What follows belongs to an exercise in optimizing a design on an open flow for small area, a short achievable clock period and few clock cycles; a production flow would make more cautious choices. No run shown here included a check of the RTL's function; only the layout flow was run. Power and IR drop assume default switching activity.

## flow/design.v (module list and top-level ports; edited modules follow where they fit)
// module rtc_fields_to_epoch_seconds_unit: 1293 lines
module rtc_fields_to_epoch_seconds_unit (
  input  logic      clk,
  input  logic      rst,
  input  logic      start,
  output logic      busy,
  input  rfes_pkg::rfes_in_t  fields,
  output logic      done,
  output rfes_pkg::rfes_out_t result,
  input  logic      cfg_write,
  input  logic      cfg_index,
  input  logic      cfg_data
);
  // ...
==> flow/flow/run.sh <==
#!/bin/bash
# Standard layout, with the port buffers made of the smallest buffer cell and
# Yosys's generic fine-grained ABC pass skipped, so that the adders written as
# gates reach full-adder extraction as written.
set -euo pipefail
bash standard.sh SYNTH_ARGS=-noabc BUFFER_PORTS_ARGS="-buffer_cell sky130_fd_sc_hd__buf_1" finish > standard_flow.log 2>&1
==> flow/standard.sh <==
#!/bin/bash
# synth_recipe.tcl (not shown) runs the flow's synth.tcl, then flattens the netlist and writes it again
# the make line also repeats each setting of config.mk as NAME=value (left out here)
make -C /OpenROAD-flow-scripts/flow DESIGN_CONFIG=/design/flow/config.mk WORK_HOME=/design/flow/orfs CLKGATE_MAP_FILE= SYNTH_SCRIPT=/design/flow/synth_recipe.tcl "${@:-finish}"
==> flow/config.mk <==
export PLATFORM = sky130hd
export DESIGN_NAME = rtc_fields_to_epoch_seconds_unit
export DESIGN_NICKNAME = rtc_fields_to_epoch_seconds_unit
export VERILOG_FILES = /design/flow/design.v
export SDC_FILE = /design/flow/constraint.sdc
export NUM_CORES = 4
export LEC_CHECK = 0
export CAP_MARGIN = 20
export CORE_MARGIN = 2
export CORE_UTILIZATION = 40
export CTS_BUF_LIST = sky130_fd_sc_hd__clkbuf_8
export SETUP_SLACK_MARGIN = 5.0
export SLEW_MARGIN = 20
==> flow/constraint.sdc <==
create_clock -name core_clock -period 8.0 [get_ports {clk}]
set_input_delay 1.6000 -clock core_clock [delete_from_list [all_inputs] [get_ports {clk}]]
set_output_delay 1.6000 -clock core_clock [all_outputs]
set_load 0.01 [all_outputs]
==> impl_metrics.xml, run 1 <==
<?xml version="1.0" encoding="UTF-8"?>
<metrics>
  <group name="run_status">
    <metric name="run_status" unit="">complete, no violations</metric>
  </group>
  <group name="critical_path">
    <metric name="worst_path_largest_cell_delay" unit="ns">0.56</metric>
    <metric name="worst-path-buf-inv" unit="">0</metric>
    <metric name="slowest_stage_cell_cp" unit="">sky130_fd_sc_hd__fa_1</metric>
  </group>
  <group name="final_layout">
    <metric name="final_cell_area" unit="µm²">8530</metric>
    <metric name="sequential_cell_area" unit="µm²">2800</metric>
    <metric name="sh_seq_area" unit="%">32.9</metric>
    <metric name="clock_buffers" unit="">22</metric>
    <metric name="regMostFlops" unit="">res_q</metric>
    <metric name="final.signal_buffer_count" unit="">88</metric>
  </group>
  <group name="yosys">
    <metric name="synth_xor_xnor_area_share" unit="%">3.58</metric>
    <metric name="synthSimpleGateAreaFrac" unit="%">10.9</metric>
    <metric name="synth.most_common_cell" unit="">sky130_fd_sc_hd__dfxtp_1</metric>
    <metric name="synth_top_family_by_area" unit="">adder cells</metric>
    <metric name="synth.top_cell.area_share" unit="%">36.9</metric>
    <metric name="synth.distinct_cells" unit="">61</metric>
  </group>
  <group name="sta">
    <metric name="grt_setup_unrepaired" unit="">false</metric>
    <metric name="tns" unit="ns">0</metric>
    <metric name="finalMaxSlewViolations" unit="">0</metric>
    <metric name="postLayoutSetupSlackWorst" unit="ns">5.16</metric>
    <metric name="setup-violations-final" unit="">0</metric>
  </group>
  <group name="power">
    <metric name="clock_power_share" unit="%">19.8</metric>
    <metric name="pwr_density_cell" unit="nW/µm²">344</metric>
    <metric name="total_power" unit="µW">2930</metric>
    <metric name="power_top_consumer" unit="">combinational cells</metric>
  </group>
  <group name="floorplanning">
    <metric name="floorplan.die.height" unit="µm">142</metric>
  </group>
  <group name="placed_design">
    <metric name="post-place-cells" unit="">1055</metric>
  </group>
  <group name="detailed_routing">
    <metric name="met3WireLength" unit="µm">697</metric>
    <metric name="vias" unit="">5366</metric>
  </group>
  <group name="worst_hold_path">
    <metric name="min_from" unit="">sec_q[0]</metric>
  </group>
  <group name="clocking">
    <metric name="clock_tree.htree_level_count" unit="">4</metric>
  </group>
  <group name="grt">
    <metric name="globalRouteMet1Util" unit="%">20.2</metric>
  </group>
</metrics>
==> run 2: changes to the inputs <==
--- a/flow/design.v
+++ b/flow/design.v
@@ -901,16 +901,45 @@
   logic t245;
   logic t246;
   logic t247;
   logic t248;
   logic t249;
   logic t250;
   logic t251;
   logic t252;
+  logic t253;
+  logic t254;
+  logic t255;
+  logic t256;
+  logic t257;
+  logic t258;
+  logic t259;
+  logic t260;
+  logic t261;
+  logic t262;
+  logic t263;
+  logic t264;
+  logic t265;
+  logic t266;
+  logic t267;
+  logic t268;
+  logic t269;
+  logic t270;
+  logic t271;
+  logic t272;
+  logic t273;
+  logic t274;
+  logic t275;
+  logic t276;
+  logic t277;
+  logic t278;
+  logic t279;
+  logic t280;
+  logic t281;
   assign t93 = ~q_q[0] ^ day_q[0];
   assign t94 = ~q_q[0] & day_q[0];
   assign t95 = ~q_q[1] ^ day_q[1] ^ day_q[0];
   assign t96 = (~q_q[1] & day_q[1]) | (day_q[0] & (~q_q[1] ^ day_q[1]));
   assign t97 = ~q_q[2] ^ day_q[2];
   assign t98 = ~q_q[2] & day_q[2];
   assign t99 = ~q_q[3] ^ day_q[3] ^ day_q[2];
   assign t100 = (~q_q[3] & day_q[3]) | (day_q[2] & (~q_q[3] ^ day_q[3]));
@@ -927,164 +956,189 @@
   assign t111 = q_q[3] ^ day_q[4] ^ day_q[2];
   assign t112 = (q_q[3] & day_q[4]) | (day_q[2] & (q_q[3] ^ day_q[4]));
   assign t113 = q_q[4] ^ ~q_q[0];
   assign t114 = q_q[4] & ~q_q[0];
   assign t115 = hr_q[3] ^ ~min_q[5] ^ min_q[1];
   assign t116 = (hr_q[3] & ~min_q[5]) | (min_q[1] & (hr_q[3] ^ ~min_q[5]));
   assign t117 = hr_q[4] ^ min_q[2] ^ ~r_q[1];
   assign t118 = (hr_q[4] & min_q[2]) | (~r_q[1] & (hr_q[4] ^ min_q[2]));
-  assign t119 = t94 ^ t95;
-  assign t120 = t94 & t95;
+  assign t119 = tab[8] ^ t94;
+  assign t120 = tab[8] & t94;
   assign t121 = day_q[1] ^ ~hr_q[0] ^ min_q[3];
   assign t122 = (day_q[1] & ~hr_q[0]) | (min_q[3] & (day_q[1] ^ ~hr_q[0]));
-  assign t123 = t97 ^ t96 ^ tab[9];
-  assign t124 = (t97 & t96) | (tab[9] & (t97 ^ t96));
+  assign t123 = tab[9] ^ t97 ^ t96;
+  assign t124 = (tab[9] & t97) | (t96 & (tab[9] ^ t97));
   assign t125 = ~hr_q[1] ^ min_q[4] ^ r_q[0];
   assign t126 = (~hr_q[1] & min_q[4]) | (r_q[0] & (~hr_q[1] ^ min_q[4]));
-  assign t127 = t98 ^ t99 ^ tab[10];
-  assign t128 = (t98 & t99) | (tab[10] & (t98 ^ t99));
+  assign t127 = tab[10] ^ t98 ^ t99;
+  assign t128 = (tab[10] & t98) | (t99 & (tab[10] ^ t98));
   assign t129 = ~hr_q[2] ^ min_q[5] ^ r_q[1];
   assign t130 = (~hr_q[2] & min_q[5]) | (r_q[1] & (~hr_q[2] ^ min_q[5]));
-  assign t131 = t101 ^ t100 ^ tab[11];
-  assign t132 = (t101 & t100) | (tab[11] & (t101 ^ t100));
+  assign t131 = tab[11] ^ t101 ^ t100;
+  assign t132 = (tab[11] & t101) | (t100 & (tab[11] ^ t101));
   assign t133 = ~hr_q[3] ^ hr_q[0] ^ ~r_q[0];
   assign t134 = (~hr_q[3] & hr_q[0]) | (~r_q[0] & (~hr_q[3] ^ hr_q[0]));
-  assign t135 = t103 ^ t102 ^ tab[12];
-  assign t136 = (t103 & t102) | (tab[12] & (t103 ^ t102));
+  assign t135 = tab[12] ^ t103 ^ t102;
+  assign t136 = (tab[12] & t103) | (t102 & (tab[12] ^ t103));
   assign t137 = ~hr_q[4] ^ hr_q[1] ^ ~r_q[1];
   assign t138 = (~hr_q[4] & hr_q[1]) | (~r_q[1] & (~hr_q[4] ^ hr_q[1]));
-  assign t139 = t105 ^ t104 ^ tab[13];
-  assign t140 = (t105 & t104) | (tab[13] & (t105 ^ t104));
+  assign t139 = tab[13] ^ t105 ^ t104;
+  assign t140 = (tab[13] & t105) | (t104 & (tab[13] ^ t105));
   assign t141 = day_q[0] ^ hr_q[2] ^ r_q[0];
   assign t142 = (day_q[0] & hr_q[2]) | (r_q[0] & (day_q[0] ^ hr_q[2]));
-  assign t143 = t107 ^ t106 ^ tab[14];
-  assign t144 = (t107 & t106) | (tab[14] & (t107 ^ t106));
+  assign t143 = tab[14] ^ t107 ^ t106;
+  assign t144 = (tab[14] & t107) | (t106 & (tab[14] ^ t107));
   assign t145 = day_q[1] ^ hr_q[3] ^ r_q[1];
   assign t146 = (day_q[1] & hr_q[3]) | (r_q[1] & (day_q[1] ^ hr_q[3]));
-  assign t147 = t109 ^ t108 ^ tab[15];
-  assign t148 = (t109 & t108) | (tab[15] & (t109 ^ t108));
+  assign t147 = tab[15] ^ t109 ^ t108;
+  assign t148 = (tab[15] & t109) | (t108 & (tab[15] ^ t109));
   assign t149 = day_q[0] ^ hr_q[4] ^ r_q[0];
   assign t150 = (day_q[0] & hr_q[4]) | (r_q[0] & (day_q[0] ^ hr_q[4]));
-  assign t151 = t110 ^ t111 ^ tab[16];
-  assign t152 = (t110 & t111) | (tab[16] & (t110 ^ t111));
+  assign t151 = tab[16] ^ t110 ^ t111;
+  assign t152 = (tab[16] & t110) | (t111 & (tab[16] ^ t110));
   assign t153 = day_q[3] ^ day_q[1] ^ r_q[1];
   assign t154 = (day_q[3] & day_q[1]) | (r_q[1] & (day_q[3] ^ day_q[1]));
-  assign t155 = t113 ^ t112 ^ tab[17];
-  assign t156 = (t113 & t112) | (tab[17] & (t113 ^ t112));
+  assign t155 = tab[17] ^ t113 ^ t112;
+  assign t156 = (tab[17] & t113) | (t112 & (tab[17] ^ t113));
   assign t157 = ~q_q[1] ^ day_q[4] ^ day_q[2];
   assign t158 = (~q_q[1] & day_q[4]) | (day_q[2] & (~q_q[1] ^ day_q[4]));
   assign t159 = 1'b1 ^ t114;
   assign t160 = 1'b1 & t114;
   assign t161 = ~q_q[2] ^ q_q[0] ^ day_q[3];
   assign t162 = (~q_q[2] & q_q[0]) | (day_q[3] & (~q_q[2] ^ q_q[0]));
   assign t163 = ~q_q[3] ^ q_q[1];
   assign t164 = ~q_q[3] & q_q[1];
   assign t165 = ~q_q[4] ^ q_q[2];
   assign t166 = ~q_q[4] & q_q[2];
-  assign t167 = ~r_q[0] ^ t93;
-  assign t168 = ~r_q[0] & t93;
-  assign t169 = t117 ^ t116 ^ tab[8];
-  assign t170 = (t117 & t116) | (tab[8] & (t117 ^ t116));
+  assign t167 = ~r_q[0] ^ tab[7];
+  assign t168 = ~r_q[0] & tab[7];
+  assign t169 = t95 ^ t117 ^ t116;
+  assign t170 = (t95 & t117) | (t116 & (t95 ^ t117));
   assign t171 = t121 ^ t118 ^ t120;
   assign t172 = (t121 & t118) | (t120 & (t121 ^ t118));
   assign t173 = t125 ^ t122 ^ t127;
   assign t174 = (t125 & t122) | (t127 & (t125 ^ t122));
   assign t175 = t129 ^ t126 ^ t131;
   assign t176 = (t129 & t126) | (t131 & (t129 ^ t126));
   assign t177 = t133 ^ t130 ^ t135;
   assign t178 = (t133 & t130) | (t135 & (t133 ^ t130));
   assign t179 = t137 ^ t134 ^ t139;
   assign t180 = (t137 & t134) | (t139 & (t137 ^ t134));
   assign t181 = t141 ^ t138 ^ t143;
   assign t182 = (t141 & t138) | (t143 & (t141 ^ t138));
   assign t183 = t145 ^ t142 ^ t147;
   assign t184 = (t145 & t142) | (t147 & (t145 ^ t142));
-  assign t185 = t149 ^ t146 ^ t151;
-  assign t186 = (t149 & t146) | (t151 & (t149 ^ t146));
+  assign t185 = t149 ^ t146 ^ t148;
+  assign t186 = (t149 & t146) | (t148 & (t149 ^ t146));
   assign t187 = t153 ^ t150 ^ t155;
   assign t188 = (t153 & t150) | (t155 & (t153 ^ t150));
   assign t189 = t157 ^ t154 ^ t159;
   assign t190 = (t157 & t154) | (t159 & (t157 ^ t154));
-  assign t191 = t161 ^ t158 ^ t160;
-  assign t192 = (t161 & t158) | (t160 & (t161 ^ t158));
-  assign t193 = day_q[4] ^ t163 ^ t162;
-  assign t194 = (day_q[4] & t163) | (t162 & (day_q[4] ^ t163));
-  assign t195 = ~r_q[0] ^ t165 ^ t164;
-  assign t196 = (~r_q[0] & t165) | (t164 & (~r_q[0] ^ t165));
-  assign t197 = q_q[3] ^ ~r_q[1] ^ t166;
-  assign t198 = (q_q[3] & ~r_q[1]) | (t166 & (q_q[3] ^ ~r_q[1]));
+  assign t191 = tab[19] ^ t161 ^ t158;
+  assign t192 = (tab[19] & t161) | (t158 & (tab[19] ^ t161));
+  assign t193 = day_q[4] ^ tab[20] ^ t163;
+  assign t194 = (day_q[4] & tab[20]) | (t163 & (day_q[4] ^ tab[20]));
+  assign t195 = ~r_q[0] ^ tab[21] ^ t165;
+  assign t196 = (~r_q[0] & tab[21]) | (t165 & (~r_q[0] ^ tab[21]));
+  assign t197 = q_q[3] ^ ~r_q[1] ^ tab[22];
+  assign t198 = (q_q[3] & ~r_q[1]) | (tab[22] & (q_q[3] ^ ~r_q[1]));
   assign t199 = q_q[4] ^ ~q_q[0];
   assign t200 = q_q[4] & ~q_q[0];
   assign t201 = ~min_q[0] ^ sec_q[2];
   assign t202 = ~min_q[0] & sec_q[2];
   assign t203 = ~min_q[1] ^ sec_q[3];
   assign t204 = ~min_q[1] & sec_q[3];
   assign t205 = hr_q[0] ^ ~min_q[2] ^ sec_q[4];
   assign t206 = (hr_q[0] & ~min_q[2]) | (sec_q[4] & (hr_q[0] ^ ~min_q[2]));
   assign t207 = hr_q[1] ^ ~min_q[3] ^ sec_q[5];
   assign t208 = (hr_q[1] & ~min_q[3]) | (sec_q[5] & (hr_q[1] ^ ~min_q[3]));
   assign t209 = hr_q[2] ^ ~min_q[4] ^ min_q[0];
   assign t210 = (hr_q[2] & ~min_q[4]) | (min_q[0] & (hr_q[2] ^ ~min_q[4]));
-  assign t211 = t115 ^ t167 ^ tab[7];
-  assign t212 = (t115 & t167) | (tab[7] & (t115 ^ t167));
+  assign t211 = t93 ^ t167 ^ t115;
+  assign t212 = (t93 & t167) | (t115 & (t93 ^ t167));
   assign t213 = t168 ^ t119 ^ t169;
   assign t214 = (t168 & t119) | (t169 & (t168 ^ t119));
   assign t215 = t123 ^ t170 ^ t171;
   assign t216 = (t123 & t170) | (t171 & (t123 ^ t170));
   assign t217 = t124 ^ t172 ^ t173;
   assign t218 = (t124 & t172) | (t173 & (t124 ^ t172));
   assign t219 = t128 ^ t175 ^ t174;
   assign t220 = (t128 & t175) | (t174 & (t128 ^ t175));
   assign t221 = t132 ^ t177 ^ t176;
   assign t222 = (t132 & t177) | (t176 & (t132 ^ t177));
   assign t223 = t136 ^ t179 ^ t178;
   assign t224 = (t136 & t179) | (t178 & (t136 ^ t179));
   assign t225 = t140 ^ t181 ^ t180;
   assign t226 = (t140 & t181) | (t180 & (t140 ^ t181));
   assign t227 = t144 ^ t183 ^ t182;
   assign t228 = (t144 & t183) | (t182 & (t144 ^ t183));
-  assign t229 = t148 ^ t185 ^ t184;
-  assign t230 = (t148 & t185) | (t184 & (t148 ^ t185));
-  assign t231 = t152 ^ t187 ^ t186;
-  assign t232 = (t152 & t187) | (t186 & (t152 ^ t187));
-  assign t233 = t189 ^ t156 ^ t188;
-  assign t234 = (t189 & t156) | (t188 & (t189 ^ t156));
-  assign t235 = tab[19] ^ t191 ^ t190;
-  assign t236 = (tab[19] & t191) | (t190 & (tab[19] ^ t191));
-  assign t237 = tab[20] ^ t193 ^ t192;
-  assign t238 = (tab[20] & t193) | (t192 & (tab[20] ^ t193));
-  assign t239 = tab[21] ^ t195 ^ t194;
-  assign t240 = (tab[21] & t195) | (t194 & (tab[21] ^ t195));
-  assign t241 = tab[22] ^ t197 ^ t196;
-  assign t242 = (tab[22] & t197) | (t196 & (tab[22] ^ t197));
-  assign t243 = t199 ^ tab[23] ^ t198;
-  assign t244 = (t199 & tab[23]) | (t198 & (t199 ^ tab[23]));
-  assign t245 = ~q_q[1] ^ t200 ^ tab[24];
-  assign t246 = (~q_q[1] & t200) | (tab[24] & (~q_q[1] ^ t200));
+  assign t229 = t151 ^ t185 ^ t184;
+  assign t230 = (t151 & t185) | (t184 & (t151 ^ t185));
+  assign t231 = t152 ^ t186 ^ t187;
+  assign t232 = (t152 & t186) | (t187 & (t152 ^ t186));
+  assign t233 = t156 ^ t189 ^ t188;
+  assign t234 = (t156 & t189) | (t188 & (t156 ^ t189));
+  assign t235 = t160 ^ t191 ^ t190;
+  assign t236 = (t160 & t191) | (t190 & (t160 ^ t191));
+  assign t237 = t162 ^ t193 ^ t192;
+  assign t238 = (t162 & t193) | (t192 & (t162 ^ t193));
+  assign t239 = t164 ^ t195 ^ t194;
+  assign t240 = (t164 & t195) | (t194 & (t164 ^ t195));
+  assign t241 = t166 ^ t197 ^ t196;
+  assign t242 = (t166 & t197) | (t196 & (t166 ^ t197));
+  assign t243 = tab[23] ^ t199 ^ t198;
+  assign t244 = (tab[23] & t199) | (t198 & (tab[23] ^ t199));
+  assign t245 = ~q_q[1] ^ tab[24] ^ t200;
+  assign t246 = (~q_q[1] & tab[24]) | (t200 & (~q_q[1] ^ tab[24]));
   assign t247 = ~q_q[2] ^ r_q[0] ^ tab[25];
   assign t248 = (~q_q[2] & r_q[0]) | (tab[25] & (~q_q[2] ^ r_q[0]));
   assign t249 = ~q_q[3] ^ r_q[1];
   assign t250 = ~q_q[3] & r_q[1];
   assign t251 = ~q_q[4] ^ q_q[0] ^ 1'b1;
   assign t252 = (~q_q[4] & q_q[0]) | (1'b1 & (~q_q[4] ^ q_q[0]));
+  assign t253 = 1'b1 ^ t201;
+  assign t254 = t203 ^ t202;
+  assign t255 = t205 ^ t204;
+  assign t256 = t207 ^ t206;
+  assign t257 = t209 ^ t208;
+  assign t258 = 1'b0 ^ 1'b0;
+  assign t259 = 1'b1 & t201;
+  assign t260 = t203 & t202;
+  assign t261 = t205 & t204;
+  assign t262 = t207 & t206;
+  assign t263 = t209 & t208;
+  assign t264 = 1'b0 & 1'b0;
+  assign t265 = t260 | (t254 & t259);
+  assign t266 = t254 & t253;
+  assign t267 = t262 | (t256 & t261);
+  assign t268 = t256 & t255;
+  assign t269 = t264 | (t258 & t263);
+  assign t270 = t261 | (t255 & t265);
+  assign t271 = t255 & t266;
+  assign t272 = t267 | (t268 & t265);
+  assign t273 = t268 & t266;
+  assign t274 = t263 | (t257 & t272);
+  assign t275 = t257 & t273;
+  assign t276 = t269 | (t258 & t272);
+  assign t277 = t254 ^ t259;
+  assign t278 = t255 ^ t265;
+  assign t279 = t256 ^ t270;
+  assign t280 = t257 ^ t272;
+  assign t281 = t258 ^ t274;
   logic        v2_q;
   logic        err2_q;
-  logic        cs0_q_0;
-  logic        cs0_q_1;
-  logic        cs0_q_2;
-  logic        cs1_q_2;
-  logic        cs0_q_3;
-  logic        cs1_q_3;
-  logic        cs0_q_4;
-  logic        cs1_q_4;
-  logic        cs0_q_5;
-  logic        cs1_q_5;
-  logic        cs0_q_6;
-  logic        cs1_q_6;
+  logic        lo_q_0;
+  logic        lo_q_1;
+  logic        lo_q_2;
+  logic        lo_q_3;
+  logic        lo_q_4;
+  logic        lo_q_5;
+  logic        lo_q_6;
+  logic        cy_q;
   logic        cs0_q_7;
   logic        cs1_q_7;
   logic        cs0_q_8;
   logic        cs1_q_8;
   logic        cs0_q_9;
   logic        cs1_q_9;
   logic        cs0_q_10;
   logic        cs1_q_10;
@@ -1132,28 +1186,24 @@
     if (rst) begin
       v2_q <= 1'b0;
     end else begin
       v2_q <= v_q;
     end
   end
   always_ff @(posedge clk) begin
     err2_q <= err_q;
-    cs0_q_0 <= sec_q[0];
-    cs0_q_1 <= sec_q[1];
-    cs0_q_2 <= 1'b1;
-    cs1_q_2 <= t201;
-    cs0_q_3 <= t203;
-    cs1_q_3 <= t202;
-    cs0_q_4 <= t205;
-    cs1_q_4 <= t204;
-    cs0_q_5 <= t207;
-    cs1_q_5 <= t206;
-    cs0_q_6 <= t209;
-    cs1_q_6 <= t208;
+    lo_q_0 <= sec_q[0];
+    lo_q_1 <= sec_q[1];
+    lo_q_2 <= t253;
+    lo_q_3 <= t277;
+    lo_q_4 <= t278;
+    lo_q_5 <= t279;
+    lo_q_6 <= t280;
+    cy_q <= t281;
     cs0_q_7 <= t211;
     cs1_q_7 <= t210;
     cs0_q_8 <= t213;
     cs1_q_8 <= t212;
     cs0_q_9 <= t215;
     cs1_q_9 <= t214;
     cs0_q_10 <= t217;
     cs1_q_10 <= t216;
@@ -1193,45 +1243,16 @@
     cs1_q_27 <= t250;
     cs0_q_28 <= q_q[1];
     cs1_q_28 <= t252;
     cs0_q_29 <= q_q[2];
     cs1_q_29 <= 1'b1;
     cs0_q_30 <= q_q[3];
     cs0_q_31 <= q_q[4];
   end
-  logic t253;
-  logic t254;
-  logic t255;
-  logic t256;
-  logic t257;
-  logic t258;
-  logic t259;
-  logic t260;
-  logic t261;
-  logic t262;
-  logic t263;
-  logic t264;
-  logic t265;
-  logic t266;
-  logic t267;
-  logic t268;
-  logic t269;
-  logic t270;
-  logic t271;
-  logic t272;
-  logic t273;
-  logic t274;
-  logic t275;
-  logic t276;
-  logic t277;
-  logic t278;
-  logic t279;
-  logic t280;
-  logic t281;
   logic t282;
   logic t283;
   logic t284;
   logic t285;
   logic t286;
   logic t287;
   logic t288;
   logic t289;
@@ -1410,254 +1431,205 @@
   logic t462;
   logic t463;
   logic t464;
   logic t465;
   logic t466;
   logic t467;
   logic t468;
   logic t469;
-  logic t470;
-  logic t471;
-  logic t472;
-  logic t473;
-  logic t474;
-  logic t475;
-  logic t476;
-  logic t477;
-  logic t478;
-  logic t479;
-  assign t253 = cs0_q_2 ^ cs1_q_2;
-  assign t254 = cs0_q_3 ^ cs1_q_3;
-  assign t255 = cs0_q_4 ^ cs1_q_4;
-  assign t256 = cs0_q_5 ^ cs1_q_5;
-  assign t257 = cs0_q_6 ^ cs1_q_6;
-  assign t258 = cs0_q_7 ^ cs1_q_7;
-  assign t259 = cs0_q_8 ^ cs1_q_8;
-  assign t260 = cs0_q_9 ^ cs1_q_9;
-  assign t261 = cs0_q_10 ^ cs1_q_10;
-  assign t262 = cs0_q_11 ^ cs1_q_11;
-  assign t263 = cs0_q_12 ^ cs1_q_12;
-  assign t264 = cs0_q_13 ^ cs1_q_13;
-  assign t265 = cs0_q_14 ^ cs1_q_14;
-  assign t266 = cs0_q_15 ^ cs1_q_15;
-  assign t267 = cs0_q_16 ^ cs1_q_16;
-  assign t268 = cs0_q_17 ^ cs1_q_17;
-  assign t269 = cs0_q_18 ^ cs1_q_18;
-  assign t270 = cs0_q_19 ^ cs1_q_19;
-  assign t271 = cs0_q_20 ^ cs1_q_20;
-  assign t272 = cs0_q_21 ^ cs1_q_21;
-  assign t273 = cs0_q_22 ^ cs1_q_22;
-  assign t274 = cs0_q_23 ^ cs1_q_23;
-  assign t275 = cs0_q_24 ^ cs1_q_24;
-  assign t276 = cs0_q_25 ^ cs1_q_25;
-  assign t277 = cs0_q_26 ^ cs1_q_26;
-  assign t278 = cs0_q_27 ^ cs1_q_27;
-  assign t279 = cs0_q_28 ^ cs1_q_28;
-  assign t280 = cs0_q_29 ^ cs1_q_29;
-  assign t281 = cs0_q_30 ^ 1'b0;
-  assign t282 = cs0_q_31 ^ 1'b0;
-  assign t283 = cs0_q_2 & cs1_q_2;
-  assign t284 = cs0_q_3 & cs1_q_3;
-  assign t285 = cs0_q_4 & cs1_q_4;
-  assign t286 = cs0_q_5 & cs1_q_5;
-  assign t287 = cs0_q_6 & cs1_q_6;
-  assign t288 = cs0_q_7 & cs1_q_7;
-  assign t289 = cs0_q_8 & cs1_q_8;
-  assign t290 = cs0_q_9 & cs1_q_9;
-  assign t291 = cs0_q_10 & cs1_q_10;
-  assign t292 = cs0_q_11 & cs1_q_11;
-  assign t293 = cs0_q_12 & cs1_q_12;
-  assign t294 = cs0_q_13 & cs1_q_13;
-  assign t295 = cs0_q_14 & cs1_q_14;
-  assign t296 = cs0_q_15 & cs1_q_15;
-  assign t297 = cs0_q_16 & cs1_q_16;
-  assign t298 = cs0_q_17 & cs1_q_17;
-  assign t299 = cs0_q_18 & cs1_q_18;
-  assign t300 = cs0_q_19 & cs1_q_19;
-  assign t301 = cs0_q_20 & cs1_q_20;
-  assign t302 = cs0_q_21 & cs1_q_21;
-  assign t303 = cs0_q_22 & cs1_q_22;
-  assign t304 = cs0_q_23 & cs1_q_23;
-  assign t305 = cs0_q_24 & cs1_q_24;
-  assign t306 = cs0_q_25 & cs1_q_25;
-  assign t307 = cs0_q_26 & cs1_q_26;
-  assign t308 = cs0_q_27 & cs1_q_27;
-  assign t309 = cs0_q_28 & cs1_q_28;
-  assign t310 = cs0_q_29 & cs1_q_29;
-  assign t311 = cs0_q_30 & 1'b0;
-  assign t312 = cs0_q_31 & 1'b0;
-  assign t313 = t284 | (t254 & t283);
-  assign t314 = t254 & t253;
-  assign t315 = t286 | (t256 & t285);
-  assign t316 = t256 & t255;
-  assign t317 = t288 | (t258 & t287);
-  assign t318 = t258 & t257;
-  assign t319 = t290 | (t260 & t289);
-  assign t320 = t260 & t259;
-  assign t321 = t292 | (t262 & t291);
-  assign t322 = t262 & t261;
-  assign t323 = t294 | (t264 & t293);
-  assign t324 = t264 & t263;
-  assign t325 = t296 | (t266 & t295);
-  assign t326 = t266 & t265;
-  assign t327 = t298 | (t268 & t297);
-  assign t328 = t268 & t267;
-  assign t329 = t300 | (t270 & t299);
-  assign t330 = t270 & t269;
-  assign t331 = t302 | (t272 & t301);
-  assign t332 = t272 & t271;
-  assign t333 = t304 | (t274 & t303);
-  assign t334 = t274 & t273;
-  assign t335 = t306 | (t276 & t305);
-  assign t336 = t276 & t275;
-  assign t337 = t308 | (t278 & t307);
-  assign t338 = t278 & t277;
-  assign t339 = t310 | (t280 & t309);
-  assign t340 = t280 & t279;
-  assign t341 = t312 | (t282 & t311);
-  assign t342 = t285 | (t255 & t313);
-  assign t343 = t255 & t314;
-  assign t344 = t315 | (t316 & t313);
-  assign t345 = t316 & t314;
-  assign t346 = t289 | (t259 & t317);
-  assign t347 = t259 & t318;
-  assign t348 = t319 | (t320 & t317);
-  assign t349 = t320 & t318;
-  assign t350 = t293 | (t263 & t321);
-  assign t351 = t263 & t322;
-  assign t352 = t323 | (t324 & t321);
-  assign t353 = t324 & t322;
-  assign t354 = t297 | (t267 & t325);
-  assign t355 = t267 & t326;
-  assign t356 = t327 | (t328 & t325);
-  assign t357 = t328 & t326;
-  assign t358 = t301 | (t271 & t329);
-  assign t359 = t271 & t330;
-  assign t360 = t331 | (t332 & t329);
-  assign t361 = t332 & t330;
-  assign t362 = t305 | (t275 & t333);
-  assign t363 = t275 & t334;
-  assign t364 = t335 | (t336 & t333);
-  assign t365 = t336 & t334;
-  assign t366 = t309 | (t279 & t337);
-  assign t367 = t279 & t338;
-  assign t368 = t339 | (t340 & t337);
-  assign t369 = t340 & t338;
-  assign t370 = t287 | (t257 & t344);
-  assign t371 = t257 & t345;
-  assign t372 = t317 | (t318 & t344);
-  assign t373 = t318 & t345;
-  assign t374 = t346 | (t347 & t344);
-  assign t375 = t347 & t345;
-  assign t376 = t348 | (t349 & t344);
-  assign t377 = t349 & t345;
-  assign t378 = t295 | (t265 & t352);
-  assign t379 = t265 & t353;
-  assign t380 = t325 | (t326 & t352);
-  assign t381 = t326 & t353;
-  assign t382 = t354 | (t355 & t352);
-  assign t383 = t355 & t353;
-  assign t384 = t356 | (t357 & t352);
-  assign t385 = t357 & t353;
-  assign t386 = t303 | (t273 & t360);
-  assign t387 = t273 & t361;
-  assign t388 = t333 | (t334 & t360);
-  assign t389 = t334 & t361;
-  assign t390 = t362 | (t363 & t360);
-  assign t391 = t363 & t361;
-  assign t392 = t364 | (t365 & t360);
-  assign t393 = t365 & t361;
-  assign t394 = t311 | (t281 & t368);
-  assign t395 = t281 & t369;
-  assign t396 = t341 | (t282 & t368);
-  assign t397 = t291 | (t261 & t376);
-  assign t398 = t261 & t377;
-  assign t399 = t321 | (t322 & t376);
-  assign t400 = t322 & t377;
-  assign t401 = t350 | (t351 & t376);
-  assign t402 = t351 & t377;
-  assign t403 = t352 | (t353 & t376);
-  assign t404 = t353 & t377;
-  assign t405 = t378 | (t379 & t376);
-  assign t406 = t379 & t377;
-  assign t407 = t380 | (t381 & t376);
-  assign t408 = t381 & t377;
-  assign t409 = t382 | (t383 & t376);
-  assign t410 = t383 & t377;
-  assign t411 = t384 | (t385 & t376);
-  assign t412 = t385 & t377;
-  assign t413 = t307 | (t277 & t392);
-  assign t414 = t277 & t393;
-  assign t415 = t337 | (t338 & t392);
-  assign t416 = t338 & t393;
-  assign t417 = t366 | (t367 & t392);
-  assign t418 = t367 & t393;
-  assign t419 = t368 | (t369 & t392);
-  assign t420 = t369 & t393;
-  assign t421 = t394 | (t395 & t392);
-  assign t422 = t395 & t393;
-  assign t423 = t396 | (t282 & t392);
-  assign t424 = t299 | (t269 & t411);
-  assign t425 = t269 & t412;
-  assign t426 = t329 | (t330 & t411);
-  assign t427 = t330 & t412;
-  assign t428 = t358 | (t359 & t411);
-  assign t429 = t359 & t412;
-  assign t430 = t360 | (t361 & t411);
-  assign t431 = t361 & t412;
-  assign t432 = t386 | (t387 & t411);
-  assign t433 = t387 & t412;
-  assign t434 = t388 | (t389 & t411);
-  assign t435 = t389 & t412;
-  assign t436 = t390 | (t391 & t411);
-  assign t437 = t391 & t412;
-  assign t438 = t392 | (t393 & t411);
-  assign t439 = t393 & t412;
-  assign t440 = t413 | (t414 & t411);
-  assign t441 = t414 & t412;
-  assign t442 = t415 | (t416 & t411);
-  assign t443 = t416 & t412;
-  assign t444 = t417 | (t418 & t411);
-  assign t445 = t418 & t412;
-  assign t446 = t419 | (t420 & t411);
-  assign t447 = t420 & t412;
-  assign t448 = t421 | (t422 & t411);
-  assign t449 = t422 & t412;
-  assign t450 = t423 | (t282 & t411);
-  assign t451 = t254 ^ t283;
-  assign t452 = t255 ^ t313;
-  assign t453 = t256 ^ t342;
-  assign t454 = t257 ^ t344;
-  assign t455 = t258 ^ t370;
-  assign t456 = t259 ^ t372;
-  assign t457 = t260 ^ t374;
-  assign t458 = t261 ^ t376;
-  assign t459 = t262 ^ t397;
-  assign t460 = t263 ^ t399;
-  assign t461 = t264 ^ t401;
-  assign t462 = t265 ^ t403;
-  assign t463 = t266 ^ t405;
-  assign t464 = t267 ^ t407;
-  assign t465 = t268 ^ t409;
-  assign t466 = t269 ^ t411;
-  assign t467 = t270 ^ t424;
-  assign t468 = t271 ^ t426;
-  assign t469 = t272 ^ t428;
-  assign t470 = t273 ^ t430;
-  assign t471 = t274 ^ t432;
-  assign t472 = t275 ^ t434;
-  assign t473 = t276 ^ t436;
-  assign t474 = t277 ^ t438;
-  assign t475 = t278 ^ t440;
-  assign t476 = t279 ^ t442;
-  assign t477 = t280 ^ t444;
-  assign t478 = t281 ^ t446;
-  assign t479 = t282 ^ t448;
-  assign epoch = {t479, t478, t477, t476, t475, t474, t473, t472, t471, t470, t469, t468, t467, t466, t465, t464, t463, t462, t461, t460, t459, t458, t457, t456, t455, t454, t453, t452, t451, t253, cs0_q_1, cs0_q_0};
+  assign t282 = cy_q ^ cy_q;
+  assign t283 = cs0_q_7 ^ cs1_q_7;
+  assign t284 = cs0_q_8 ^ cs1_q_8;
+  assign t285 = cs0_q_9 ^ cs1_q_9;
+  assign t286 = cs0_q_10 ^ cs1_q_10;
+  assign t287 = cs0_q_11 ^ cs1_q_11;
+  assign t288 = cs0_q_12 ^ cs1_q_12;
+  assign t289 = cs0_q_13 ^ cs1_q_13;
+  assign t290 = cs0_q_14 ^ cs1_q_14;
+  assign t291 = cs0_q_15 ^ cs1_q_15;
+  assign t292 = cs0_q_16 ^ cs1_q_16;
+  assign t293 = cs0_q_17 ^ cs1_q_17;
+  assign t294 = cs0_q_18 ^ cs1_q_18;
+  assign t295 = cs0_q_19 ^ cs1_q_19;
+  assign t296 = cs0_q_20 ^ cs1_q_20;
+  assign t297 = cs0_q_21 ^ cs1_q_21;
+  assign t298 = cs0_q_22 ^ cs1_q_22;
+  assign t299 = cs0_q_23 ^ cs1_q_23;
+  assign t300 = cs0_q_24 ^ cs1_q_24;
+  assign t301 = cs0_q_25 ^ cs1_q_25;
+  assign t302 = cs0_q_26 ^ cs1_q_26;
+  assign t303 = cs0_q_27 ^ cs1_q_27;
+  assign t304 = cs0_q_28 ^ cs1_q_28;
+  assign t305 = cs0_q_29 ^ cs1_q_29;
+  assign t306 = cs0_q_30 ^ 1'b0;
+  assign t307 = cs0_q_31 ^ 1'b0;
+  assign t308 = cy_q & cy_q;
+  assign t309 = cs0_q_7 & cs1_q_7;
+  assign t310 = cs0_q_8 & cs1_q_8;
+  assign t311 = cs0_q_9 & cs1_q_9;
+  assign t312 = cs0_q_10 & cs1_q_10;
+  assign t313 = cs0_q_11 & cs1_q_11;
+  assign t314 = cs0_q_12 & cs1_q_12;
+  assign t315 = cs0_q_13 & cs1_q_13;
+  assign t316 = cs0_q_14 & cs1_q_14;
+  assign t317 = cs0_q_15 & cs1_q_15;
+  assign t318 = cs0_q_16 & cs1_q_16;
+  assign t319 = cs0_q_17 & cs1_q_17;
+  assign t320 = cs0_q_18 & cs1_q_18;
+  assign t321 = cs0_q_19 & cs1_q_19;
+  assign t322 = cs0_q_20 & cs1_q_20;
+  assign t323 = cs0_q_21 & cs1_q_21;
+  assign t324 = cs0_q_22 & cs1_q_22;
+  assign t325 = cs0_q_23 & cs1_q_23;
+  assign t326 = cs0_q_24 & cs1_q_24;
+  assign t327 = cs0_q_25 & cs1_q_25;
+  assign t328 = cs0_q_26 & cs1_q_26;
+  assign t329 = cs0_q_27 & cs1_q_27;
+  assign t330 = cs0_q_28 & cs1_q_28;
+  assign t331 = cs0_q_29 & cs1_q_29;
+  assign t332 = cs0_q_30 & 1'b0;
+  assign t333 = cs0_q_31 & 1'b0;
+  assign t334 = t309 | (t283 & t308);
+  assign t335 = t283 & t282;
+  assign t336 = t311 | (t285 & t310);
+  assign t337 = t285 & t284;
+  assign t338 = t313 | (t287 & t312);
+  assign t339 = t287 & t286;
+  assign t340 = t315 | (t289 & t314);
+  assign t341 = t289 & t288;
+  assign t342 = t317 | (t291 & t316);
+  assign t343 = t291 & t290;
+  assign t344 = t319 | (t293 & t318);
+  assign t345 = t293 & t292;
+  assign t346 = t321 | (t295 & t320);
+  assign t347 = t295 & t294;
+  assign t348 = t323 | (t297 & t322);
+  assign t349 = t297 & t296;
+  assign t350 = t325 | (t299 & t324);
+  assign t351 = t299 & t298;
+  assign t352 = t327 | (t301 & t326);
+  assign t353 = t301 & t300;
+  assign t354 = t329 | (t303 & t328);
+  assign t355 = t303 & t302;
+  assign t356 = t331 | (t305 & t330);
+  assign t357 = t305 & t304;
+  assign t358 = t333 | (t307 & t332);
+  assign t359 = t310 | (t284 & t334);
+  assign t360 = t284 & t335;
+  assign t361 = t336 | (t337 & t334);
+  assign t362 = t337 & t335;
+  assign t363 = t314 | (t288 & t338);
+  assign t364 = t288 & t339;
+  assign t365 = t340 | (t341 & t338);
+  assign t366 = t341 & t339;
+  assign t367 = t318 | (t292 & t342);
+  assign t368 = t292 & t343;
+  assign t369 = t344 | (t345 & t342);
+  assign t370 = t345 & t343;
+  assign t371 = t322 | (t296 & t346);
+  assign t372 = t296 & t347;
+  assign t373 = t348 | (t349 & t346);
+  assign t374 = t349 & t347;
+  assign t375 = t326 | (t300 & t350);
+  assign t376 = t300 & t351;
+  assign t377 = t352 | (t353 & t350);
+  assign t378 = t353 & t351;
+  assign t379 = t330 | (t304 & t354);
+  assign t380 = t304 & t355;
+  assign t381 = t356 | (t357 & t354);
+  assign t382 = t357 & t355;
+  assign t383 = t312 | (t286 & t361);
+  assign t384 = t286 & t362;
+  assign t385 = t338 | (t339 & t361);
+  assign t386 = t339 & t362;
+  assign t387 = t363 | (t364 & t361);
+  assign t388 = t364 & t362;
+  assign t389 = t365 | (t366 & t361);
+  assign t390 = t366 & t362;
+  assign t391 = t320 | (t294 & t369);
+  assign t392 = t294 & t370;
+  assign t393 = t346 | (t347 & t369);
+  assign t394 = t347 & t370;
+  assign t395 = t371 | (t372 & t369);
+  assign t396 = t372 & t370;
+  assign t397 = t373 | (t374 & t369);
+  assign t398 = t374 & t370;
+  assign t399 = t328 | (t302 & t377);
+  assign t400 = t302 & t378;
+  assign t401 = t354 | (t355 & t377);
+  assign t402 = t355 & t378;
+  assign t403 = t379 | (t380 & t377);
+  assign t404 = t380 & t378;
+  assign t405 = t381 | (t382 & t377);
+  assign t406 = t382 & t378;
+  assign t407 = t316 | (t290 & t389);
+  assign t408 = t290 & t390;
+  assign t409 = t342 | (t343 & t389);
+  assign t410 = t343 & t390;
+  assign t411 = t367 | (t368 & t389);
+  assign t412 = t368 & t390;
+  assign t413 = t369 | (t370 & t389);
+  assign t414 = t370 & t390;
+  assign t415 = t391 | (t392 & t389);
+  assign t416 = t392 & t390;
+  assign t417 = t393 | (t394 & t389);
+  assign t418 = t394 & t390;
+  assign t419 = t395 | (t396 & t389);
+  assign t420 = t396 & t390;
+  assign t421 = t397 | (t398 & t389);
+  assign t422 = t398 & t390;
+  assign t423 = t332 | (t306 & t405);
+  assign t424 = t306 & t406;
+  assign t425 = t358 | (t307 & t405);
+  assign t426 = t324 | (t298 & t421);
+  assign t427 = t298 & t422;
+  assign t428 = t350 | (t351 & t421);
+  assign t429 = t351 & t422;
+  assign t430 = t375 | (t376 & t421);
+  assign t431 = t376 & t422;
+  assign t432 = t377 | (t378 & t421);
+  assign t433 = t378 & t422;
+  assign t434 = t399 | (t400 & t421);
+  assign t435 = t400 & t422;
+  assign t436 = t401 | (t402 & t421);
+  assign t437 = t402 & t422;
+  assign t438 = t403 | (t404 & t421);
+  assign t439 = t404 & t422;
+  assign t440 = t405 | (t406 & t421);
+  assign t441 = t406 & t422;
+  assign t442 = t423 | (t424 & t421);
+  assign t443 = t424 & t422;
+  assign t444 = t425 | (t307 & t421);
+  assign t445 = t283 ^ t308;
+  assign t446 = t284 ^ t334;
+  assign t447 = t285 ^ t359;
+  assign t448 = t286 ^ t361;
+  assign t449 = t287 ^ t383;
+  assign t450 = t288 ^ t385;
+  assign t451 = t289 ^ t387;
+  assign t452 = t290 ^ t389;
+  assign t453 = t291 ^ t407;
+  assign t454 = t292 ^ t409;
+  assign t455 = t293 ^ t411;
+  assign t456 = t294 ^ t413;
+  assign t457 = t295 ^ t415;
+  assign t458 = t296 ^ t417;
+  assign t459 = t297 ^ t419;
+  assign t460 = t298 ^ t421;
+  assign t461 = t299 ^ t426;
+  assign t462 = t300 ^ t428;
+  assign t463 = t301 ^ t430;
+  assign t464 = t302 ^ t432;
+  assign t465 = t303 ^ t434;
+  assign t466 = t304 ^ t436;
+  assign t467 = t305 ^ t438;
+  assign t468 = t306 ^ t440;
+  assign t469 = t307 ^ t442;
+  assign epoch = {t469, t468, t467, t466, t465, t464, t463, t462, t461, t460, t459, t458, t457, t456, t455, t454, t453, t452, t451, t450, t449, t448, t447, t446, t445, lo_q_6, lo_q_5, lo_q_4, lo_q_3, lo_q_2, lo_q_1, lo_q_0};
   logic        v3_q;
   logic [32:0] res_q;
   always_ff @(posedge clk) begin
     if (rst) begin
       v3_q <= 1'b0;
     end else begin
       v3_q <= v2_q;
     end
==> run 2 against run 1 <==
Against the previous run: synthesized cell count is 5.5% lower; critical endpoint is now cs0_q_15; still clean; worst setup slack better by 0.016 ns; critical path type unchanged; worst hold slack worse by 0.00066 ns.
==> impl_metrics.xml, run 2 <==
<?xml version="1.0" encoding="UTF-8"?>
<metrics>
  <group name="run_status">
    <metric name="run_status" unit="">complete, no violations</metric>
  </group>
  <group name="final_layout">
    <metric name="largest_reg_flops" unit="">33</metric>
    <metric name="regMostFlops" unit="">res_q</metric>
    <metric name="final.fill_count" unit="">1774</metric>
    <metric name="most-common-layout-cells" unit="">sky130_fd_sc_hd__dfxtp_1 (136), sky130_fd_sc_hd__buf_1 (86), sky130_fd_sc_hd__inv_1 (77)</metric>
    <metric name="area_growth_syn_to_layout" unit="%">13.6</metric>
    <metric name="final_common_cell" unit="">sky130_fd_sc_hd__dfxtp_1</metric>
    <metric name="layout-drive-gt1-share" unit="%">6.30</metric>
    <metric name="diodes_inserted" unit="">0</metric>
    <metric name="post_layout_cell_count" unit="">1038</metric>
    <metric name="design.final.nets" unit="">977</metric>
  </group>
  <group name="flow_run">
    <metric name="cap_viol_max_count" unit="">0</metric>
  </group>
  <group name="yosys">
    <metric name="yosys_register_bits" unit="">137</metric>
    <metric name="yosysSeqAreaShare" unit="%">37.1</metric>
    <metric name="synth_flop_cell" unit="">sky130_fd_sc_hd__dfxtp_1</metric>
    <metric name="synth.distinct_cells" unit="">57</metric>
    <metric name="synth.top_cell.area_share" unit="%">37.1</metric>
    <metric name="syn_area_per_cell" unit="µm²">10.3</metric>
    <metric name="async_flop_share" unit="%">0</metric>
    <metric name="yosys.area.top_type" unit="">sky130_fd_sc_hd__dfxtp_1</metric>
    <metric name="synthesis.nets" unit="">899</metric>
    <metric name="synth_top_cells_by_area" unit="">sky130_fd_sc_hd__dfxtp_1 (37%), sky130_fd_sc_hd__fa_1 (21%), sky130_fd_sc_hd__ha_1 (8.5%), sky130_fd_sc_hd__inv_1 (3.9%), sky130_fd_sc_hd__a21oi_1 (3.2%)</metric>
    <metric name="synth_warn" unit="">1</metric>
    <metric name="synth.most_common_cell" unit="">sky130_fd_sc_hd__dfxtp_1</metric>
    <metric name="synth_area" unit="µm²">7390</metric>
    <metric name="synth_top_cells_by_count" unit="">sky130_fd_sc_hd__dfxtp_1 (137), sky130_fd_sc_hd__fa_1 (77), sky130_fd_sc_hd__inv_1 (76), sky130_fd_sc_hd__ha_1 (50), sky130_fd_sc_hd__a21oi_1 (47)</metric>
    <metric name="netlist_instances" unit="">718</metric>
    <metric name="number_of_enable_flip_flop_cells_after_synthesis" unit="">0</metric>
  </group>
  <group name="power">
    <metric name="share_seq_of_total_power" unit="%">35.4</metric>
    <metric name="pwr_density_cell" unit="nW/µm²">351</metric>
    <metric name="clock_power_share" unit="%">23.0</metric>
    <metric name="total_leakage_power" unit="µW">0.00368</metric>
    <metric name="vdd.ir_drop.worst" unit="V">0.000121</metric>
    <metric name="p_switching" unit="µW">1040</metric>
    <metric name="combinationalPowerShare" unit="%">41.6</metric>
    <metric name="internal_power" unit="µW">1910</metric>
    <metric name="total_power" unit="µW">2950</metric>
    <metric name="switching_share" unit="%">35.3</metric>
  </group>
  <group name="critical_path">
    <metric name="crit_path_max_fanout" unit="">16</metric>
    <metric name="timing.critical_path.arrival" unit="ns">3.15</metric>
    <metric name="endpoint_kind" unit="">register</metric>
    <metric name="worst_setup_path_start_kind" unit="">register</metric>
    <metric name="worst_ep_required_time" unit="ns">8.33</metric>
    <metric name="r2r_slack" unit="ns">5.18</metric>
    <metric name="timing.setup.critical_path_class" unit="">reg2reg</metric>
  </group>
  <group name="clocking">
    <metric name="clock_latency" unit="ns">0.45</metric>
    <metric name="hold_fix_buffer_count_after_cts" unit="">0</metric>
    <metric name="cts_resized" unit="">0</metric>
    <metric name="clock_tree.htree_level_count" unit="">4</metric>
    <metric name="cts_made_buffers" unit="">17</metric>
    <metric name="post_cts_buffers" unit="">0</metric>
    <metric name="clk_tree_root_cell" unit="">sky130_fd_sc_hd__clkbuf_8</metric>
    <metric name="cts.sinks" unit="">137</metric>
    <metric name="tritoncts_clock_tree" unit="">done</metric>
    <metric name="clkTransAtPathRegs" unit="ns">0.07</metric>
    <metric name="clockBufferDepth" unit="">2</metric>
  </group>
  <group name="sta">
    <metric name="finalMaxSlewViolations" unit="">0</metric>
    <metric name="skew" unit="ns">0.0131</metric>
    <metric name="relSlewSlack" unit="%">55.2</metric>
    <metric name="grt_setup_unrepaired" unit="">false</metric>
    <metric name="fmax" unit="MHz">354</metric>
    <metric name="final_hold_viol_count" unit="">0</metric>
    <metric name="tns" unit="ns">0</metric>
    <metric name="postLayoutSetupSlackWorst" unit="ns">5.18</metric>
    <metric name="layout_worst_path_cycle_share" unit="%">35.3</metric>
    <metric name="setup-violations-final" unit="">0</metric>
    <metric name="timing_worst_slew_pin_value" unit="ns">0.673</metric>
    <metric name="finalCriticalPeriod" unit="ns">2.82</metric>
    <metric name="holdWs" unit="ns">0.329</metric>
  </group>
  <group name="detailed_routing">
    <metric name="post-route-drc-count" unit="">0</metric>
    <metric name="routed_wirelength" unit="mm">14.3</metric>
    <metric name="vias" unit="">4989</metric>
    <metric name="drt_pre_antenna_iters" unit="">5</metric>
    <metric name="drt.antenna.violating_nets" unit="">0</metric>
    <metric name="detailedRoute.firstIterationViolations" unit="">184</metric>
    <metric name="route.detailed.wl_per_inst" unit="µm">13.7</metric>
    <metric name="post_drt_via_cell_ratio" unit="">4.81</metric>
  </group>
  <group name="grt">
    <metric name="wire_length_of_the_first_global_routing_pass" unit="mm">23.8</metric>
    <metric name="initial_antenna_violation_count" unit="">0</metric>
    <metric name="globalRouteOverflowTotal" unit="">0</metric>
    <metric name="grt_max_degree" unit="">38</metric>
    <metric name="total_global_routing_track_utilization" unit="%">15.3</metric>
    <metric name="number_of_global_route_vias_before_repair" unit="">4812</metric>
  </group>
  <group name="floorplanning">
    <metric name="top_level_ports" unit="">89</metric>
    <metric name="rows" unit="">49</metric>
    <metric name="floorplan.initialDensity" unit="%">41.0</metric>
    <metric name="floorplan.die.height" unit="µm">140</metric>
    <metric name="fp.dieArea" unit="µm²">19600</metric>
    <metric name="dieWidth" unit="µm">140</metric>
    <metric name="core" unit="µm²">18000</metric>
  </group>
  <group name="placed_design">
    <metric name="post-place-cells" unit="">1006</metric>
    <metric name="post-dp-hpwl" unit="mm">11.2</metric>
    <metric name="place_congestion" unit="">0.893</metric>
    <metric name="io_buffer_count" unit="">87</metric>
    <metric name="dp_slack" unit="ns">4.65</metric>
  </group>
  <group name="worst_hold_path">
    <metric name="hp-class" unit="">reg2reg</metric>
  </group>
</metrics>
==> run 2: layout make-up <==
type                            instances  area, µm²  area share (%)
Inverter                               76        285            3.40
Clock inverter                         10        188            2.24
Clock buffer                           22        303            3.61
Multi-Input combinational cell        476       4250            50.7
Timing Repair Buffer                   88        335            3.99
Tap cell                              229        287            3.41
Sequential cell                       137       2740            32.7
==> run 2: critical path, cell delays in order (launching register included) <==
cell                      delay [ns]
sky130_fd_sc_hd__dfxtp_1        0.65
sky130_fd_sc_hd__a21oi_1        0.07
sky130_fd_sc_hd__o21ai_0        0.43
sky130_fd_sc_hd__a221o_1        0.23
sky130_fd_sc_hd__fa_1           0.42
sky130_fd_sc_hd__fa_1           0.51
sky130_fd_sc_hd__fa_1           0.40
==> run 2: cell families after synthesis <==
| family | Yosys count | synth area share (%) |
|---|---|---|
| compound gates | 157 | 13.4 |
| simple gates | 155 | 10.4 |
| flops | 137 | 37.1 |
| fa+ha+maj | 127 | 29.3 |
| buf+inv | 105 | 5.40 |
| xor+xnor | 33 | 3.91 |
| mux | 3 | 0.423 |
| other cells | 1 | 0.0507 |
==> run 2: path summary, 6_finish.rpt <==
kind,end,startpoint,depth (start not counted)
max,cs0_q_15,monb_q[1],6
min,res_q[6],lo_q_5,0
max reg2reg,cs0_q_15,monb_q[1],6
min reg2reg,res_q[6],lo_q_5,0
==> run 2: per-layer routing <==
metal	GRT usage (%)	up-vias	routed length, µm
met2	22.5	119	6320
li1	-	2552	-
met1	22.1	2296	7020
met5	0	-	0
met4	5.68	0	238
met3	3.49	22	686
==> run 2: power groups by stage <==
stage | logic [µW] | clock network [µW] | registers (µW)
final | 1230 | 677 | 1040
after global routing | 1420 | 724 | 1070
after CTS | 1250 | 697 | 1050
after detailed placement | 1240 | 0 | 1060
after global placement | 1210 | 0 | 1060
after floorplan | 887 | 0 | 1070
==> run 2: through the flow <==
step                      util (%)  area, µm²
final                         46.6       8390
after global routing          46.6       8390
after CTS                     46.6       8390
after detailed placement      43.8       7900
after global placement        43.8       7900
after floorplan                  -       7390

what the ideal ports hide:
How much do the figures lean on ideal ports? The routed layouts below were timed once more, with nothing changed but the port constraints. Step 1 assumes that a clkbuf_16 drives the clock port and a buf_2 every other input. Step 2 moves the port delays by t, midway between the first and last clock arrival at a register: inputs arrive t later, outputs are due t later. That takes back most of the time a late clock gives input paths. Three values: ideal, step 1, step 2; two values: the first two.
| run | t, ns | setup WS [ns] | worst setup path after step 2 | worst slew at a driven data input, ns |
|---|---|---|---|---|
| run 1 | 0.470 | 5.160 / 5.160 / 4.738 | input to register | 0.03 |
| run 2 | 0.476 | 5.176 / 5.176 / 4.745 | input to register | 0.03 |
After both steps setup and hold are still met in every run listed. For run 2, which loses most, drivers alone change the setup slack by 0.000 ns; drivers and shift together by -0.431 ns.
